What follows belongs to an exercise in optimizing a design on an open flow for small area; a production flow would make more cautious choices. The RTL was checked by simulation tests, not by an equivalence proof against the original design. Power figures rest on the tool's default switching activity, not on a simulated workload.

==> flow/design.v <==
`timescale 1ns/1ps
`default_nettype none
package can_dma_pkg;
    typedef struct packed {
        logic [31:0] dh;
        logic [31:0] dl;
        logic [31:0] cmd;
        logic [31:0] id;
    } frame_words_t;
    typedef struct packed {
        logic [63:0]          data;
        logic [29-1:0] id;
        logic [7:0]           quanta_div;
        logic [5:0]           prop_quanta;
        logic [5:0]           seg1_quanta;
        logic [3:0]           datalen;
        logic                 format;
        logic [1:0]           frame_type;
    } can_frame_t;
    typedef struct packed {
        logic        busreq;
        logic        write;
        logic [31:0] addr;
        logic [31:0] wdata;
    } bus_req_t;
endpackage
`default_nettype wire
`timescale 1ns/1ps
`default_nettype none
module can_reg_slave
(
    input  wire          bs,
    input  wire          rst_n,
    input  wire          reg_wr,
    input  wire          reg_rd,
    input  wire   [15:0] reg_addr,
    input  wire   [31:0] reg_wdata,
    input  wire          tx_active,
    input  wire          chain_active,
    output logic  [31:0] reg_rdata,
    output can_dma_pkg::frame_words_t reg_words_n,
    output logic         reg_launch,
    output logic         chain_start,
    output logic  [31:0] chain_base,
    output logic   [3:0] wr_word,
    output logic  [31:0] old_word_n_q
);
    logic        hi;
    logic        wr_launch;
    logic        wr_chain;
    logic [31:0] word_sel_n;
    assign hi = (reg_addr[15:5] == 11'h7F8) && (reg_addr[1:0] == 2'b00);
    assign wr_word[0] = reg_wr && hi && (reg_addr[4:2] == 3'd0);
    assign wr_word[1] = reg_wr && hi && (reg_addr[4:2] == 3'd1);
    assign wr_word[2] = reg_wr && hi && (reg_addr[4:2] == 3'd2);
    assign wr_word[3] = reg_wr && hi && (reg_addr[4:2] == 3'd3);
    assign wr_launch  = reg_wr && hi && (reg_addr[4:2] == 3'd4);
    assign wr_chain   = reg_wr && hi && (reg_addr[4:2] == 3'd5);
    always_ff @(posedge bs) begin
        if (wr_word[0]) reg_words_n.dh  <= ~reg_wdata;
        if (wr_word[1]) reg_words_n.dl  <= ~reg_wdata;
        if (wr_word[2]) reg_words_n.cmd <= ~reg_wdata;
        if (wr_word[3]) reg_words_n.id  <= ~reg_wdata;
        if (wr_chain)   chain_base    <= reg_wdata;
    end
    logic [3:0] word_dec;
    assign word_dec = 4'b0001 << reg_addr[3:2];
    assign word_sel_n = ({32{word_dec[0]}} & reg_words_n.dh)  | ({32{word_dec[1]}} & reg_words_n.dl) |
                        ({32{word_dec[2]}} & reg_words_n.cmd) | ({32{word_dec[3]}} & reg_words_n.id);
    always_ff @(posedge bs) begin
        old_word_n_q <= word_sel_n;
    end
    always_ff @(posedge bs or negedge rst_n) begin
        if (!rst_n) begin
            reg_launch  <= 1'b0;
            chain_start <= 1'b0;
        end else begin
            reg_launch  <= wr_launch;
            chain_start <= wr_chain;
        end
    end
    logic rd_word, rd_chain, rd_launch, rd_active;
    assign rd_word   = reg_rd && hi && !reg_addr[4];
    assign rd_launch = reg_rd && hi && (reg_addr[4:2] == 3'd4);
    assign rd_chain  = reg_rd && hi && (reg_addr[4:2] == 3'd5);
    assign rd_active = reg_rd && hi && (reg_addr[4:2] == 3'd6);
    assign reg_rdata = ({32{rd_word}} & ~word_sel_n) | ({32{rd_chain}} & chain_base) |
                       {31'd0, (rd_launch && tx_active) || (rd_active && chain_active)};
endmodule
`default_nettype wire
`timescale 1ns/1ps
`default_nettype none
module can_desc_fetch
(
    input  wire          bs,
    input  wire          rst_n,
    input  wire          chain_start,
    input  wire   [31:0] chain_base,
    input  wire          bus_grant,
    input  wire   [31:0] bus_rdata,
    input  wire          tx_active,
    output can_dma_pkg::bus_req_t     bus_req,
    output can_dma_pkg::frame_words_t desc_words_n,
    output logic         desc_launch,
    output logic         chain_active
);
    typedef enum logic [2:0] {
        ST_IDLE    = 3'd0,
        ST_LAUNCH  = 3'd1,
        ST_WAIT_HI = 3'd2,
        ST_WAIT_LO = 3'd3,
        ST_RD_REQ  = 3'd4,
        ST_RD_DATA = 3'd5,
        ST_WR_REQ  = 3'd6,
        ST_LINK    = 3'd7
    } state_t;
    state_t      state;
    logic [2:0]  word_idx;
    logic [31:0] addr;
    logic [31:0] wdata;
    logic [31:0] spare;
    assign bus_req      = {(state == ST_RD_REQ) || (state == ST_WR_REQ),
                           state == ST_WR_REQ, addr, wdata};
    assign chain_active = (state != ST_IDLE);
    assign desc_launch  = (state == ST_LAUNCH) && !tx_active;
    always_ff @(posedge bs or negedge rst_n) begin
        if (!rst_n) begin
            state <= ST_IDLE;
        end else begin
            case (state)
                ST_IDLE:    if (chain_start) state <= ST_RD_REQ;
                ST_RD_REQ:  if (bus_grant) state <= ST_RD_DATA;
                ST_RD_DATA: state <= (word_idx == 3'(7 - 1)) ? ST_LAUNCH : ST_RD_REQ;
                ST_LAUNCH:  if (!tx_active) state <= ST_WAIT_HI;
                ST_WAIT_HI: if (tx_active) state <= ST_WAIT_LO;
                ST_WAIT_LO: if (!tx_active) state <= ST_WR_REQ;
                ST_WR_REQ:  if (bus_grant) state <= ST_LINK;
                default:    state <= (spare == 32'd0) ? ST_IDLE : ST_RD_REQ;
            endcase
        end
    end
    logic        addr_base, addr_spare, addr_step, addr_hold;
    logic [31:0] addr_next;
    assign addr_base  = (state == ST_IDLE);
    assign addr_spare = (state == ST_LINK) || (state == ST_RD_DATA && word_idx == 3'd6);
    assign addr_step  = (state == ST_RD_DATA && word_idx != 3'd6);
    assign addr_hold  = !(addr_base || addr_spare || addr_step);
    assign addr_next  = ({32{addr_base}}  & chain_base) |
                        ({32{addr_spare}} & spare) |
                        ({32{addr_step}}  & {addr[31:2] + 30'd1, addr[1:0]}) |
                        ({32{addr_hold}}  & addr);
    always_ff @(posedge bs) begin
        if (state == ST_IDLE || state == ST_LINK) begin
            word_idx <= 3'd0;
        end else if (state == ST_RD_DATA) begin
            word_idx <= word_idx + 3'd1;
        end
        addr <= addr_next;
        if (state == ST_RD_DATA) begin
            case (word_idx)
                3'd0:    desc_words_n.dh  <= ~bus_rdata;
                3'd1:    desc_words_n.dl  <= ~bus_rdata;
                3'd2:   desc_words_n.cmd <= ~bus_rdata;
                3'd3:    desc_words_n.id  <= ~bus_rdata;
                3'd5: wdata          <= bus_rdata;
                default:         spare          <= bus_rdata;
            endcase
        end
    end
endmodule
`default_nettype wire
`timescale 1ns/1ps
`default_nettype none
module can_launch
(
    input  wire          bs,
    input  wire          rst_n,
    input  can_dma_pkg::frame_words_t reg_words_n,
    input  wire          reg_launch,
    input  can_dma_pkg::frame_words_t desc_words_n,
    input  wire          desc_launch,
    input  wire    [3:0] wr_word,
    input  wire   [31:0] old_word_n_q,
    input  wire          can_busy,
    output logic         can_start,
    output can_dma_pkg::can_frame_t   can_frame,
    output logic         tx_active
);
    logic         pend_valid;
    logic         launch_now;
    logic         park_desc;
    can_dma_pkg::frame_words_t launch_words;
    assign launch_now = !tx_active && (pend_valid || reg_launch || desc_launch);
    assign park_desc = !tx_active && !pend_valid && reg_launch && desc_launch;
    always_ff @(posedge bs or negedge rst_n) begin
        if (!rst_n) begin
            can_start  <= 1'b0;
            tx_active  <= 1'b0;
            pend_valid <= 1'b0;
        end else begin
            can_start <= launch_now;
            if (launch_now) begin
                tx_active <= 1'b1;
            end else if (tx_active && !can_start && !can_busy) begin
                tx_active <= 1'b0;
            end
            if (park_desc) begin
                pend_valid <= 1'b1;
            end else if (!tx_active && pend_valid) begin
                pend_valid <= 1'b0;
            end
        end
    end
    logic       sel_desc;
    logic [3:0] sel_reg;
    logic [3:0] sel_old;
    always_ff @(posedge bs) begin
        sel_desc <= pend_valid || !reg_launch;
        sel_reg  <= {4{!pend_valid && reg_launch}} & ~wr_word;
        sel_old  <= {4{!pend_valid && reg_launch}} & wr_word;
    end
    always_comb begin
        launch_words.dh = ~(({32{sel_desc}} & desc_words_n.dh) | ({32{sel_reg[0]}} & reg_words_n.dh) | ({32{sel_old[0]}} & old_word_n_q));
        launch_words.dl = ~(({32{sel_desc}} & desc_words_n.dl) | ({32{sel_reg[1]}} & reg_words_n.dl) | ({32{sel_old[1]}} & old_word_n_q));
        launch_words.cmd = ~(({32{sel_desc}} & desc_words_n.cmd) | ({32{sel_reg[2]}} & reg_words_n.cmd) | ({32{sel_old[2]}} & old_word_n_q));
        launch_words.id = ~(({32{sel_desc}} & desc_words_n.id) | ({32{sel_reg[3]}} & reg_words_n.id) | ({32{sel_old[3]}} & old_word_n_q));
    end
    always_comb begin
        can_frame.data        = {launch_words.dh, launch_words.dl};
        can_frame.id          = launch_words.id[31 -: 29];
        can_frame.quanta_div  = launch_words.cmd[31:24];
        can_frame.prop_quanta = launch_words.cmd[23:18];
        can_frame.seg1_quanta = launch_words.cmd[17:12];
        can_frame.datalen     = launch_words.cmd[11:8];
        can_frame.format      = launch_words.cmd[7];
        can_frame.frame_type  = launch_words.cmd[6:5];
    end
endmodule
`default_nettype wire
`timescale 1ns/1ps
`default_nettype none
module can_dma_top
(
    input  wire         bs,
    input  wire         rst_n,
    input  wire         reg_wr,
    input  wire         reg_rd,
    input  wire  [15:0] reg_addr,
    input  wire  [31:0] reg_wdata,
    output logic [31:0] reg_rdata,
    output logic        bus_busreq,
    output logic        bus_write,
    output logic [31:0] bus_addr,
    output logic [31:0] bus_wdata,
    input  wire         bus_grant,
    input  wire  [31:0] bus_rdata,
    output logic        can_start,
    output logic [63:0] can_data,
    output logic [28:0] can_id,
    output logic  [7:0] can_quanta_div,
    output logic  [5:0] can_prop_quanta,
    output logic  [5:0] can_seg1_quanta,
    output logic  [3:0] can_datalen,
    output logic        can_format,
    output logic  [1:0] can_frame_type,
    input  wire         can_busy
);
    can_dma_pkg::bus_req_t   bus_req;
    can_dma_pkg::can_frame_t can_frame;
    assign bus_busreq      = bus_req.busreq;
    assign bus_write       = bus_req.write;
    assign bus_addr        = bus_req.addr;
    assign bus_wdata       = bus_req.wdata;
    assign can_data        = can_frame.data;
    assign can_id          = can_frame.id;
    assign can_quanta_div  = can_frame.quanta_div;
    assign can_prop_quanta = can_frame.prop_quanta;
    assign can_seg1_quanta = can_frame.seg1_quanta;
    assign can_datalen     = can_frame.datalen;
    assign can_format      = can_frame.format;
    assign can_frame_type  = can_frame.frame_type;
    can_dma_pkg::frame_words_t reg_words_n;
    can_dma_pkg::frame_words_t desc_words_n;
    logic         reg_launch;
    logic         desc_launch;
    logic         chain_start;
    logic  [31:0] chain_base;
    logic         tx_active;
    logic         chain_active;
    logic   [3:0] wr_word;
    logic  [31:0] old_word_n_q;
    can_reg_slave u_reg_slave (
        .bs           (bs),
        .rst_n        (rst_n),
        .reg_wr       (reg_wr),
        .reg_rd       (reg_rd),
        .reg_addr     (reg_addr),
        .reg_wdata    (reg_wdata),
        .tx_active    (tx_active),
        .chain_active (chain_active),
        .reg_rdata    (reg_rdata),
        .reg_words_n  (reg_words_n),
        .reg_launch   (reg_launch),
        .chain_start  (chain_start),
        .chain_base   (chain_base),
        .wr_word    (wr_word),
        .old_word_n_q (old_word_n_q)
    );
    can_desc_fetch u_desc_fetch (
        .bs           (bs),
        .rst_n        (rst_n),
        .chain_start  (chain_start),
        .chain_base   (chain_base),
        .bus_grant    (bus_grant),
        .bus_rdata    (bus_rdata),
        .tx_active    (tx_active),
        .bus_req      (bus_req),
        .desc_words_n (desc_words_n),
        .desc_launch  (desc_launch),
        .chain_active (chain_active)
    );
    can_launch u_launch (
        .bs          (bs),
        .rst_n       (rst_n),
        .reg_words_n (reg_words_n),
        .reg_launch  (reg_launch),
        .desc_words_n (desc_words_n),
        .desc_launch (desc_launch),
        .wr_word   (wr_word),
        .old_word_n_q (old_word_n_q),
        .can_busy    (can_busy),
        .can_start   (can_start),
        .can_frame   (can_frame),
        .tx_active   (tx_active)
    );
endmodule
`default_nettype wire
==> flow/config.mk <==
export PLATFORM = sky130hd
export DESIGN_NAME = can_dma_top
export DESIGN_NICKNAME = can_dma_top
export VERILOG_FILES = /design/flow/design.v
export SDC_FILE = /design/flow/constraint.sdc
export NUM_CORES = 4
export LEC_CHECK = 0
export CAP_MARGIN = 0
export CORE_MARGIN = 2
export CORE_UTILIZATION = 50
export SLEW_MARGIN = 0
==> flow/constraint.sdc <==
create_clock -name core_clock -period 7.0 [get_ports {bs}]
set_input_delay 1.4000 -clock core_clock [delete_from_list [all_inputs] [get_ports {bs}]]
set_output_delay 1.4000 -clock core_clock [all_outputs]
set_load 0.01 [all_outputs]
standard.sh (not shown) runs the stock make flow with config.mk's settings and CLKGATE_MAP_FILE= SYNTH_SCRIPT=/design/flow/synth_recipe.tcl, a recipe that flattens the netlist after the stock synthesis.
==> flow/flow/run.sh <==
#!/bin/bash
# Standard layout, with the smallest buffer on every port and a clock tree
# of small buffers without dummy loads.
set -euo pipefail
export BUFFER_PORTS_ARGS="-buffer_cell sky130_fd_sc_hd__buf_1"
export CTS_ARGS="-sink_clustering_enable -repair_clock_nets -dont_use_dummy_load -buf_list sky130_fd_sc_hd__clkbuf_4 -sink_clustering_size 8 -sink_clustering_max_diameter 60"
bash standard.sh > standard.log 2>&1
Change:
--- a/flow/design.v
+++ b/flow/design.v
@@ -137,27 +137,23 @@
                 ST_WR_REQ:  if (bus_grant) state <= ST_LINK;
                 default:    state <= (spare == 32'd0) ? ST_IDLE : ST_RD_REQ;
             endcase
         end
     end
-    logic        addr_base, addr_spare, addr_step, addr_hold;
-    logic [31:0] addr_next;
-    assign addr_base  = (state == ST_IDLE);
-    assign addr_spare = (state == ST_LINK) || (state == ST_RD_DATA && word_idx == 3'd6);
-    assign addr_step  = (state == ST_RD_DATA && word_idx != 3'd6);
-    assign addr_hold  = !(addr_base || addr_spare || addr_step);
-    assign addr_next  = ({32{addr_base}}  & chain_base) |
-                        ({32{addr_spare}} & spare) |
-                        ({32{addr_step}}  & {addr[31:2] + 30'd1, addr[1:0]}) |
-                        ({32{addr_hold}}  & addr);
     always_ff @(posedge bs) begin
         if (state == ST_IDLE || state == ST_LINK) begin
             word_idx <= 3'd0;
         end else if (state == ST_RD_DATA) begin
             word_idx <= word_idx + 3'd1;
         end
-        addr <= addr_next;
+        if (state == ST_IDLE) begin
+            addr <= chain_base;
+        end else if (state == ST_LINK || (state == ST_RD_DATA && word_idx == 3'd6)) begin
+            addr <= spare;
+        end else if (state == ST_RD_DATA) begin
+            addr <= {addr[31:2] + 30'd1, addr[1:0]};
+        end
         if (state == ST_RD_DATA) begin
             case (word_idx)
                 3'd0:    desc_words_n.dh  <= ~bus_rdata;
                 3'd1:    desc_words_n.dl  <= ~bus_rdata;
                 3'd2:   desc_words_n.cmd <= ~bus_rdata;
Outcome: Worst hold slack improved by 0.029 ns. Core utilization stays flat. Design area stays flat. Routed wire length came out higher by 2.2%. Synthesized area does not change. Sequential share of layout area went up by 1.7 points. Critical path depth came out lower by 1. Combinational power is higher by about 10%. Setup slack gains 0.011 ns. First-iteration DRC count is about the same. Clock power stays flat. Count of clock-buffer cells in the layout is unchanged. Power went up by about 4%. Sequential power went up by about 4%.

==> what the ideal ports hide <==
Ports are ideal in the flow. The routed layouts listed here were re-timed in OpenROAD. Step 1 assumes that a clkbuf_16 drives the clock port and a buf_2 every other input. Step 2, shift: input delay + t, output delay - t, t = (earliest + latest rising clock arrival at the registers) / 2. This alone moves slack from input paths to output paths. a / b / c = ideal ports / drivers / drivers and shift; a / b = the first two.
| run | t, ns | setup slack, ns | worst hold slack (ns) | worst data-port slew with drivers (ns) |
|---|---|---|---|---|
| the first run | 0.743 | 1.831 / 1.807 / 1.807 | 0.491 / 0.491 / 0.491 | 0.05 |
| the second run | 0.778 | 1.842 / 1.808 / 1.808 | 0.521 / 0.521 / 0.521 | 0.07 |
After both steps setup and hold are still met in every run listed. The setup slack of the second run, which loses most, moves by -0.034 ns with the drivers and by -0.034 ns with both steps.
